This is an optimization exercise on Yosys and OpenROAD, whose aim is a short achievable clock period and few clock cycles per item, not a production implementation. In this exercise RTL edits were held to simulation tests only and were not proved equivalent to the original. Power figures rest on the tool's default switching activity, not on a simulated workload.

## oak
Design cache_controller, start of the top module:
module cache_controller #(
  parameter int unsigned DATA_WIDTH        = 32,
  parameter int unsigned CACHE_LINES       = 128,
  parameter int unsigned WORD_NUM          = 4,
  parameter int unsigned INDEX_WIDTH       = 7,
  parameter int unsigned WORD_OFFSET_WIDTH = 2,
  parameter int unsigned ADDR_WIDTH        = 32,
  localparam int unsigned TAG_WIDTH = ADDR_WIDTH - INDEX_WIDTH - WORD_OFFSET_WIDTH - 2
) (
  input  logic                         clk,
  input  logic                         rst_n,
  input  logic                         req_valid,
  output logic                         req_ready,
  input  logic                         req_we,
  input  logic [ADDR_WIDTH-1:0]        req_addr,
  input  logic [DATA_WIDTH-1:0]        req_wdata,
  output logic                         resp_valid,
  output logic [DATA_WIDTH-1:0]        resp_rdata,
  output logic [INDEX_WIDTH-1:0]       ram_index,
  output logic [WORD_OFFSET_WIDTH-1:0] ram_offset,
  output logic [DATA_WIDTH-1:0]        ram_wdata,
  output logic                         ram_we,
  input  logic [DATA_WIDTH-1:0]        ram_rdata,
  output logic                         mem_req_valid,
  input  logic                         mem_req_ready,
  output logic                         mem_req_we,
  output logic [ADDR_WIDTH-1:0]        mem_req_addr,
  output logic [DATA_WIDTH-1:0]        mem_req_wdata,
  input  logic                         mem_rvalid,
  input  logic [DATA_WIDTH-1:0]        mem_rdata,
  output logic [31:0]                  stat_hits,
  output logic [31:0]                  stat_misses
);
Settings: LEC_CHECK=0, CAP_MARGIN=20, CORE_MARGIN=2, CORE_UTILIZATION=55, CTS_CLUSTER_SIZE=25, SLEW_MARGIN=20; clock period 10.0 ns.
standard.sh (not shown) runs the stock make flow with config.mk's settings and CLKGATE_MAP_FILE= SYNTH_SCRIPT=/design/flow/synth_recipe.tcl, a recipe that flattens the netlist after the stock synthesis.
==> flow/flow/run.sh <==
#!/bin/bash
# Standard layout, with timing repair aimed below the clock period: the
# setup margin asks repair_timing for slack that makes the period shorter.
# More post-route antenna repair rounds than the default, if any are needed.
set -euo pipefail
bash standard.sh SETUP_SLACK_MARGIN=6.6 MAX_REPAIR_ANTENNAS_ITER_DRT=10 finish > standard_flow.log 2>&1
Testbench counts of oak, summed over its fixed seeds: cycles 190,917, items 64,000.
## Diff of input files: pine against oak
Settings: CTS_CLUSTER_SIZE no longer set, was 25.
==> comparison <==
- oak did not stop at any stage, and its layout met the timing, DRC and antenna checks.
- pine: no failed stages, no open violations at the end
- The maximum achievable frequency of oak and that of pine are within noise of each other.
- On combinational share of power, oak and pine are neck and neck.
- Per the comparison of pine with oak, post-route clock period utilization level, global-route wire length before repair level.

========
run F:
Another version of the RTL of cache_controller (not shown whole).
Size: ~190000 sq um of cells after synthesis.
## cache_controller
module cache_controller #(
  parameter int unsigned DATA_WIDTH        = 32,
  parameter int unsigned CACHE_LINES       = 128,
  parameter int unsigned WORD_NUM          = 4,
  parameter int unsigned INDEX_WIDTH       = 7,
  parameter int unsigned WORD_OFFSET_WIDTH = 2,
  parameter int unsigned ADDR_WIDTH        = 32,
  localparam int unsigned TAG_WIDTH = ADDR_WIDTH - INDEX_WIDTH - WORD_OFFSET_WIDTH - 2
) (
  input  logic                         clk,
  input  logic                         rst_n,
  input  logic                         req_valid,
  output logic                         req_ready,
  input  logic                         req_we,
  input  logic [ADDR_WIDTH-1:0]        req_addr,
  input  logic [DATA_WIDTH-1:0]        req_wdata,
  output logic                         resp_valid,
  output logic [DATA_WIDTH-1:0]        resp_rdata,
  output logic [INDEX_WIDTH-1:0]       ram_index,
  output logic [WORD_OFFSET_WIDTH-1:0] ram_offset,
  output logic [DATA_WIDTH-1:0]        ram_wdata,
  output logic                         ram_we,
  input  logic [DATA_WIDTH-1:0]        ram_rdata,
  output logic                         mem_req_valid,
  input  logic                         mem_req_ready,
  output logic                         mem_req_we,
  ...
==> flow/config.mk <==
export PLATFORM = sky130hd
export DESIGN_NAME = cache_controller
export DESIGN_NICKNAME = cache_controller
export VERILOG_FILES = /design/flow/design.v
export SDC_FILE = /design/flow/constraint.sdc
export NUM_CORES = 4
export LEC_CHECK = 0
export CAP_MARGIN = 20
export CORE_MARGIN = 2
export CORE_UTILIZATION = 45
export SLEW_MARGIN = 20
==> flow/constraint.sdc <==
create_clock -name core_clock -period 10.0 [get_ports {clk}]
set_input_delay 2.0000 -clock core_clock [delete_from_list [all_inputs] [get_ports {clk}]]
set_output_delay 2.0000 -clock core_clock [all_outputs]
set_load 0.01 [all_outputs]
Scripts as last shown in full above: flow/flow/run.sh
Run F finished end to end and its layout was clean on timing, DRC and antenna.
Testbench counts of run F, summed over its fixed seeds: cycles 190,917, items 64,000.
Inputs modified between run F and run H:
Settings: changing CORE_UTILIZATION from 45 to 55.
==> run summary <==
Of run F and run H, run F shows the lower global-route total usage across every layer, with run H above it.
Looking at count of cells resized by post-cts repair, run H sits 6.0% lower than run F does.
Diff run H..run F | count of state elements after synthesis | unchanged
Compare run F and run H | effective utilization at floorplan lower: run F
For data arrival at the endpoint of the critical path, run F and run H come out practically identical.
Run H against run F: number of antenna violations at the first check in global routing lower, fraction of standard cell area that is sequential higher, design area lower, first-pass GRT wire length lower.
The higher area inside the core boundary of run F and run H is in run F.

-- port drivers added, routing unchanged --
How much do the figures lean on ideal ports? The routed layouts below were timed once more, with nothing changed but the port constraints.
Step 1 assumes that a clkbuf_16 drives the clock port and a buf_2 every other input.
Step 2 times the ports against the registers' clock, not the clock port: input delays grow and output delays shrink by t, the midpoint of the rising clock arrivals with the driver on.
a / b / c = ideal ports / drivers / drivers and shift; a / b = the first two.
run	t, ns	setup slack, ns	hold slack, ns	worst data-port slew with drivers (ns)
oak	1.123	6.443 / 6.336 / 5.606	0.322 / 0.322 / 0.322	0.17
pine	1.123	6.443 / 6.336 / 5.606	0.322 / 0.322 / 0.322	0.17
run F	1.150	6.322 / 6.285 / 5.502	0.309 / 0.309 / 0.309	0.22
run H	1.133	6.309 / 6.309 / 5.578	0.323 / 0.323 / 0.323	0.21
After both steps setup and hold are still met in every run listed.
